Source: an optimization exercise on an open RTL-to-GDS flow (aim: small area). Production flows keep margins and buffers that such runs may drop. In this exercise RTL edits were held to simulation tests only and were not proved equivalent to the original.

==> inputs of 11-03 <==
==> flow/design.v (excerpt) <==
module riscv_pipeline #(
    parameter logic [31:0] initial_pc = 32'h0040_0000
) (
    input  logic        clk,
    input  logic        rst,
    input  logic [31:0] instruction,
    input  logic [31:0] d_read_data,
    output logic [31:0] pc,
    output logic [31:0] alu_result,
    output logic [31:0] d_address,
    output logic [31:0] d_write_data,
    output logic [31:0] write_back_data,
    output logic        mem_read,
    output logic        mem_write
);
==> flow/config.mk <==
export PLATFORM = sky130hd
export DESIGN_NAME = riscv_pipeline
export DESIGN_NICKNAME = riscv_pipeline
export VERILOG_FILES = /design/flow/design.v
export SDC_FILE = /design/flow/constraint.sdc
export NUM_CORES = 4
export LEC_CHECK = 0
export CAP_MARGIN = 20
export CORE_MARGIN = 2
export CORE_UTILIZATION = 65
export CTS_BUF_LIST = sky130_fd_sc_hd__clkbuf_8
export CTS_CLUSTER_DIAMETER = 60
export CTS_CLUSTER_SIZE = 16
export PLACE_DENSITY = 0.8
export SLEW_MARGIN = 20
export SYNTH_HIERARCHICAL = 1
export SYNTH_MINIMUM_KEEP_SIZE = 0
==> flow/constraint.sdc <==
create_clock -name core_clock -period 10.0 [get_ports {clk}]
set_input_delay 2.0000 -clock core_clock [delete_from_list [all_inputs] [get_ports {clk}]]
set_output_delay 2.0000 -clock core_clock [all_outputs]
set_load 0.01 [all_outputs]
standard.sh (not shown) runs the stock make flow with config.mk's settings and CLKGATE_MAP_FILE= SYNTH_SCRIPT=/design/flow/synth_recipe.tcl, a recipe that flattens the netlist after the stock synthesis.
==> flow/flow/run.sh <==
#!/bin/bash
# The standard layout (standard.sh) with two changes that only affect how
# the layout is built:
#  - single-strength buffers on the ports instead of the delay-cell buffers
#    ORFS picks by default;
#  - clock tree synthesis without dummy load cells.
set -euo pipefail
export BUFFER_PORTS_ARGS="-buffer_cell sky130_fd_sc_hd__buf_1"
export CTS_ARGS="-sink_clustering_enable -repair_clock_nets -dont_use_dummy_load -buf_list sky130_fd_sc_hd__clkbuf_8 -sink_clustering_size 16 -sink_clustering_max_diameter 60"
bash standard.sh > standard.log 2>&1
==> inputs of 05-12, as changes to 11-03 <==
--- a/flow/design.v
+++ b/flow/design.v
@@ -113,37 +113,38 @@
     assign lt_u = ~gl[9][32];
     assign lt_s = p[31] ? sum[31] : a[31];
     c_and32 u_zero (.a(p), .y(zero));
     logic [31:0] sl [0:5];
     logic        fill;
-    logic [4:0]  nbf;
+    logic [4:0]  nb, bf;
     for (genvar i = 0; i < 32; i++) begin : g_shin
         c_mux2i u_m (.a(a[i]), .b(a[31 - i]), .s(sll), .y(sl[0][i]));
     end
     assign fill = sra & a[31];
     for (genvar k = 0; k < 5; k++) begin : g_shctl
-        assign nbf[k] = ~b[k] | ((k % 2 == 0) ? ~fill : fill);
+        assign nb[k] = ~b[k];
+        assign bf[k] = b[k] & ((k % 2 == 0) ? ~fill : fill);
     end
     for (genvar k = 0; k < 5; k++) begin : g_shl
         for (genvar i = 0; i < 32; i++) begin : g_shb
             if (i + (1 << k) < 32) begin : g_mux
                 c_mux2i u_m (.a(sl[k][i]), .b(sl[k][i + (1 << k)]), .s(b[k]), .y(sl[k + 1][i]));
             end else begin : g_fill
-                c_o21ai u_f (.a1(b[k]), .a2(sl[k][i]), .b1(nbf[k]), .y(sl[k + 1][i]));
+                c_a21oi u_f (.a1(nb[k]), .a2(sl[k][i]), .b1(bf[k]), .y(sl[k + 1][i]));
             end
         end
     end
     for (genvar i = 0; i < 32; i++) begin : g_res
+        logic n1, n2;
+        c_aoi222 u_a (.s0(s_add), .d0(sum[i]), .s1(s_x), .d1(p[i]), .s2(s_g), .d2(g[i]), .y(n1));
+        c_aoi22  u_s (.s0(s_sr), .d0(sl[5][i]), .s1(s_sl), .d1(sl[5][31 - i]), .y(n2));
         if (i == 0) begin : g_b0
-            logic r0, n3;
-            c_res   u_r (.s_add(s_add), .sum(sum[i]), .s_x(s_x), .p(p[i]), .s_g(s_g), .g(g[i]),
-                         .s_sr(s_sr), .shr(sl[5][i]), .s_sl(s_sl), .shl(sl[5][31 - i]), .y(r0));
+            logic n3;
             c_aoi22 u_c (.s0(s_slt), .d0(lt_s), .s1(s_sltu), .d1(lt_u), .y(n3));
-            c_nand2b u_o (.a_n(r0), .b(n3), .y(result[i]));
+            c_nand3 u_o (.a(n1), .b(n2), .c(n3), .y(result[i]));
         end else begin : g_bn
-            c_res   u_r (.s_add(s_add), .sum(sum[i]), .s_x(s_x), .p(p[i]), .s_g(s_g), .g(g[i]),
-                         .s_sr(s_sr), .shr(sl[5][i]), .s_sl(s_sl), .shl(sl[5][31 - i]), .y(result[i]));
+            c_nand2 u_o (.a(n1), .b(n2), .y(result[i]));
         end
     end
 endmodule
 module c_xor2 (input logic a, b, output logic y);
     assign y = a ^ b;
@@ -159,18 +160,12 @@
     assign y = a & b;
 endmodule
 module c_nand2 (input logic a, b, output logic y);
     assign y = ~(a & b);
 endmodule
-module c_nand2b (input logic a_n, b, output logic y);
-    assign y = a_n | ~b;
-endmodule
-module c_res (
-    input  logic s_add, sum, s_x, p, s_g, g, s_sr, shr, s_sl, shl,
-    output logic y
-);
-    assign y = (s_add & sum) | (s_x & p) | (s_g & g) | (s_sr & shr) | (s_sl & shl);
+module c_nand3 (input logic a, b, c, output logic y);
+    assign y = ~(a & b & c);
 endmodule
 module c_mux2i (input logic a, b, s, output logic y);
     assign y = ~(s ? b : a);
 endmodule
 module c_a21oi (input logic a1, a2, b1, output logic y);
@@ -183,19 +178,10 @@
     assign y = ~((s0 & d0) | (s1 & d1) | (s2 & d2));
 endmodule
 module c_and32 (input logic [31:0] a, output logic y);
     assign y = &a;
 endmodule
-module c_mux_clr (input logic rst, s, a, b, output logic y);
-    assign y = ~rst & (s ? a : b);
-endmodule
-module c_mux_set (input logic rst, s, a, b, output logic y);
-    assign y = rst | (s ? a : b);
-endmodule
-module c_o21ai (input logic a1, a2, b1, output logic y);
-    assign y = ~((a1 | a2) & b1);
-endmodule
 `timescale 1ns/100ps
 module branch_resolve (
     input  logic [31:1] pc,
     input  logic [12:1] off,
     output logic [31:1] target
@@ -258,22 +244,18 @@
     assign pc_cy[2] = 1'b1;
     for (genvar g = 2; g < 32; g++) begin : g_inc
         assign pc_inc[g]    = pc_q[g] ^ pc_cy[g];
         assign pc_cy[g + 1] = pc_q[g] & pc_cy[g];
     end
-    logic [31:1] pc_d;
-    logic [31:1] pc_seq;
-    assign pc_seq = {pc_inc, pc_q[1]};
-    for (genvar g = 1; g < 32; g++) begin : g_pcd
-        if (initial_pc[g]) begin : g_one
-            c_mux_set u_n (.rst(rst), .s(mem_taken), .a(mem_target[g]), .b(pc_seq[g]), .y(pc_d[g]));
-        end else begin : g_zero
-            c_mux_clr u_n (.rst(rst), .s(mem_taken), .a(mem_target[g]), .b(pc_seq[g]), .y(pc_d[g]));
-        end
-    end
     always_ff @(posedge clk) begin
-        pc_q <= pc_d;
+        if (rst) begin
+            pc_q <= initial_pc[31:1];
+        end else if (mem_taken) begin
+            pc_q <= mem_target;
+        end else begin
+            pc_q <= {pc_inc, pc_q[1]};
+        end
     end
     assign pc = {pc_q, 1'b0};
     always_ff @(posedge clk) begin
         if (rst) begin
             pc_id <= '0;
==> flow/run.sh (new file) <==
#!/bin/bash
# synth_recipe.tcl (not shown) runs the flow's synth.tcl, then flattens the netlist and writes it again
# the make line also repeats each setting of config.mk as NAME=value (left out here)
make -C /OpenROAD-flow-scripts/flow DESIGN_CONFIG=/design/flow/config.mk WORK_HOME=/design/flow/orfs CLKGATE_MAP_FILE= SYNTH_SCRIPT=/design/flow/synth_recipe.tcl finish
Settings changed: CORE_UTILIZATION 65 to 40, CTS_CLUSTER_DIAMETER 60 to 50, CTS_CLUSTER_SIZE 16 to 20, PLACE_DENSITY 0.8 to default.
removed: flow/flow/run.sh
removed: flow/standard.sh
==> notes <==
05-12 went through all stages and came out clean. 11-03 passed the timing, DRC and antenna checks. Of 11-03 and 05-12, 11-03 has the higher utilization (gap 24 points). In 11-03 the final cell count is smaller than in 05-12, by 14%. In 05-12 the maximum frequency is smaller than in 11-03, by 7.9%. Against 11-03, the die area of 05-12 is higher by about 60%. In 05-12 the synthesized cell count is higher than in 11-03, by about 0.4%. In 05-12 the critical path depth is lower than in 11-03, by 2. Between 11-03 and 05-12, the lower non-clock buffer count is in 11-03 (gap 16).

---

==> v5 <==
Another version of the RTL of riscv_pipeline (not shown whole).
Settings: LEC_CHECK=0, CAP_MARGIN=20, CORE_MARGIN=2, CORE_UTILIZATION=40, CTS_BUF_LIST=sky130_fd_sc_hd__clkbuf_8, CTS_CLUSTER_DIAMETER=60, CTS_CLUSTER_SIZE=16, SLEW_MARGIN=20, SYNTH_HIERARCHICAL=1, SYNTH_MINIMUM_KEEP_SIZE=0; clock period 10.0 ns.
==> flow/flow/run.sh <==
#!/bin/bash
# The standard layout (standard.sh) with three changes that only affect how
# the layout is built:
#  - single-strength buffers on the ports instead of the delay-cell buffers
#    ORFS picks by default;
#  - clock tree synthesis without dummy load cells;
#  - power recovery (downsizing off-critical cells) after global routing.
set -euo pipefail
export BUFFER_PORTS_ARGS="-buffer_cell sky130_fd_sc_hd__buf_1"
export CTS_ARGS="-sink_clustering_enable -repair_clock_nets -dont_use_dummy_load -buf_list sky130_fd_sc_hd__clkbuf_8 -sink_clustering_size 16 -sink_clustering_max_diameter 60"
export RECOVER_POWER=100
bash standard.sh > standard.log 2>&1
==> v32: changes against v5 <==
--- a/flow/design.v
+++ b/flow/design.v
@@ -181,16 +181,22 @@
     assign y = ~((s0 & d0) | (s1 & d1));
 endmodule
 module c_aoi222 (input logic s0, d0, s1, d1, s2, d2, output logic y);
     assign y = ~((s0 & d0) | (s1 & d1) | (s2 & d2));
 endmodule
 module c_and32 (input logic [31:0] a, output logic y);
     assign y = &a;
 endmodule
+module c_mux_clr (input logic rst, s, a, b, output logic y);
+    assign y = ~rst & (s ? a : b);
+endmodule
+module c_mux_set (input logic rst, s, a, b, output logic y);
+    assign y = rst | (s ? a : b);
+endmodule
 `timescale 1ns/100ps
 module branch_resolve (
     input  logic [31:1] pc,
     input  logic [12:1] off,
     output logic [31:1] target
 );
     logic [13:1] c;
     logic [32:13] t;
@@ -247,25 +253,29 @@
     logic        wb_l, wb_a;
     logic [31:2] pc_inc;
     logic [32:2] pc_cy;
     assign pc_cy[2] = 1'b1;
     for (genvar g = 2; g < 32; g++) begin : g_inc
         assign pc_inc[g]    = pc_q[g] ^ pc_cy[g];
         assign pc_cy[g + 1] = pc_q[g] & pc_cy[g];
     end
-    always_ff @(posedge clk) begin
-        if (rst) begin
-            pc_q <= initial_pc[31:1];
-        end else if (mem_taken) begin
-            pc_q <= mem_target;
-        end else begin
-            pc_q <= {pc_inc, pc_q[1]};
+    logic [31:1] pc_d;
+    logic [31:1] pc_seq;
+    assign pc_seq = {pc_inc, pc_q[1]};
+    for (genvar g = 1; g < 32; g++) begin : g_pcd
+        if (initial_pc[g]) begin : g_one
+            c_mux_set u_n (.rst(rst), .s(mem_taken), .a(mem_target[g]), .b(pc_seq[g]), .y(pc_d[g]));
+        end else begin : g_zero
+            c_mux_clr u_n (.rst(rst), .s(mem_taken), .a(mem_target[g]), .b(pc_seq[g]), .y(pc_d[g]));
         end
     end
+    always_ff @(posedge clk) begin
+        pc_q <= pc_d;
+    end
     assign pc = {pc_q, 1'b0};
     always_ff @(posedge clk) begin
         if (rst) begin
             pc_id <= '0;
         end else begin
             pc_id <= pc_q;
         end
     end
==> flow/flow/run.sh (replaced) <==
#!/bin/bash
# The standard layout (standard.sh) with two changes that only affect how
# the layout is built:
#  - single-strength buffers on the ports instead of the delay-cell buffers
#    ORFS picks by default;
#  - clock tree synthesis without dummy load cells.
set -euo pipefail
export BUFFER_PORTS_ARGS="-buffer_cell sky130_fd_sc_hd__buf_1"
export CTS_ARGS="-sink_clustering_enable -repair_clock_nets -dont_use_dummy_load -buf_list sky130_fd_sc_hd__clkbuf_8 -sink_clustering_size 16 -sink_clustering_max_diameter 60"
bash standard.sh > standard.log 2>&1
==> flow/config.mk (replaced) <==
export PLATFORM = sky130hd
export DESIGN_NAME = riscv_pipeline
export DESIGN_NICKNAME = riscv_pipeline
export VERILOG_FILES = /design/flow/design.v
export SDC_FILE = /design/flow/constraint.sdc
export NUM_CORES = 4
export LEC_CHECK = 0
export CAP_MARGIN = 20
export CORE_MARGIN = 2
export CORE_UTILIZATION = 65
export CTS_BUF_LIST = sky130_fd_sc_hd__clkbuf_8
export CTS_CLUSTER_DIAMETER = 60
export CTS_CLUSTER_SIZE = 16
export SLEW_MARGIN = 20
export SYNTH_HIERARCHICAL = 1
export SYNTH_MINIMUM_KEEP_SIZE = 0
==> metrics.yaml <==
critPathArrivalTime_ns: 7.61
antenna_cells: 4
routed_wl_um: 189000
drv_slew: 1384
drv_cap: 41
status: "failed layout checks"
fmax_mhz: 104
clkTransAtPathRegs_ns: 0.10
clk_latency_ns: 0.84
so_faults: "capacitance limit, slew limit"
-- figures above: v5

==> metrics.yaml <==
status: "no timing/DRC/antenna violations"
largest_register_ffs: 992
cellPowerDensity_mw_per_mm2: 188
synth.most_common_cell: "edfxtp_1"
finish.instance_area_sq_mm: 0.0563
whs_ns: 0.331
critPathArrivalTime_ns: 7.06
fmax_mhz: 110
ir_drop_v: 0.000154
synth_compound_area_share_pct: 16.5
drv_slew: 0
routed_wl_um: 182000
drv_cap: 0
clk_latency_ns: 0.78
clkTransAtPathRegs_ns: 0.09
antenna_cells: 8
ctsHoldBuffers: 0
-- figures above: v32

-- separate check: timing with driven ports --
How much do the figures lean on ideal ports? The routed layouts below were timed once more, with nothing changed but the port constraints. Step 1: set_driving_cell puts a clkbuf_16 on clk and a buf_2 on each other input, an assumption about the parent block. Step 2, shift: input delay + t, output delay - t, t = (earliest + latest rising clock arrival at the registers) / 2. This alone moves slack from input paths to output paths. Slacks: no drivers / after step 1 / after step 2; pairs: no drivers / after step 1.
run	t (ns)	setup slack, ns	hold slack, ns	worst data-port slew with drivers (ns)
11-03	0.791	1.073 / 1.009 / 1.800	0.320 / 0.320 / 0.320	0.05
05-12	0.955	0.311 / 0.238 / 1.193	0.329 / 0.329 / 0.329	0.09
v5	0.836	0.389 / 0.318 / 0.148	0.328 / 0.328 / 0.328	0.08
v32	0.795	0.943 / 0.872 / 1.667	0.331 / 0.331 / 0.331	0.07
The setup slack of v5, which loses most, moves by -0.071 ns with the drivers and by -0.241 ns with both steps.
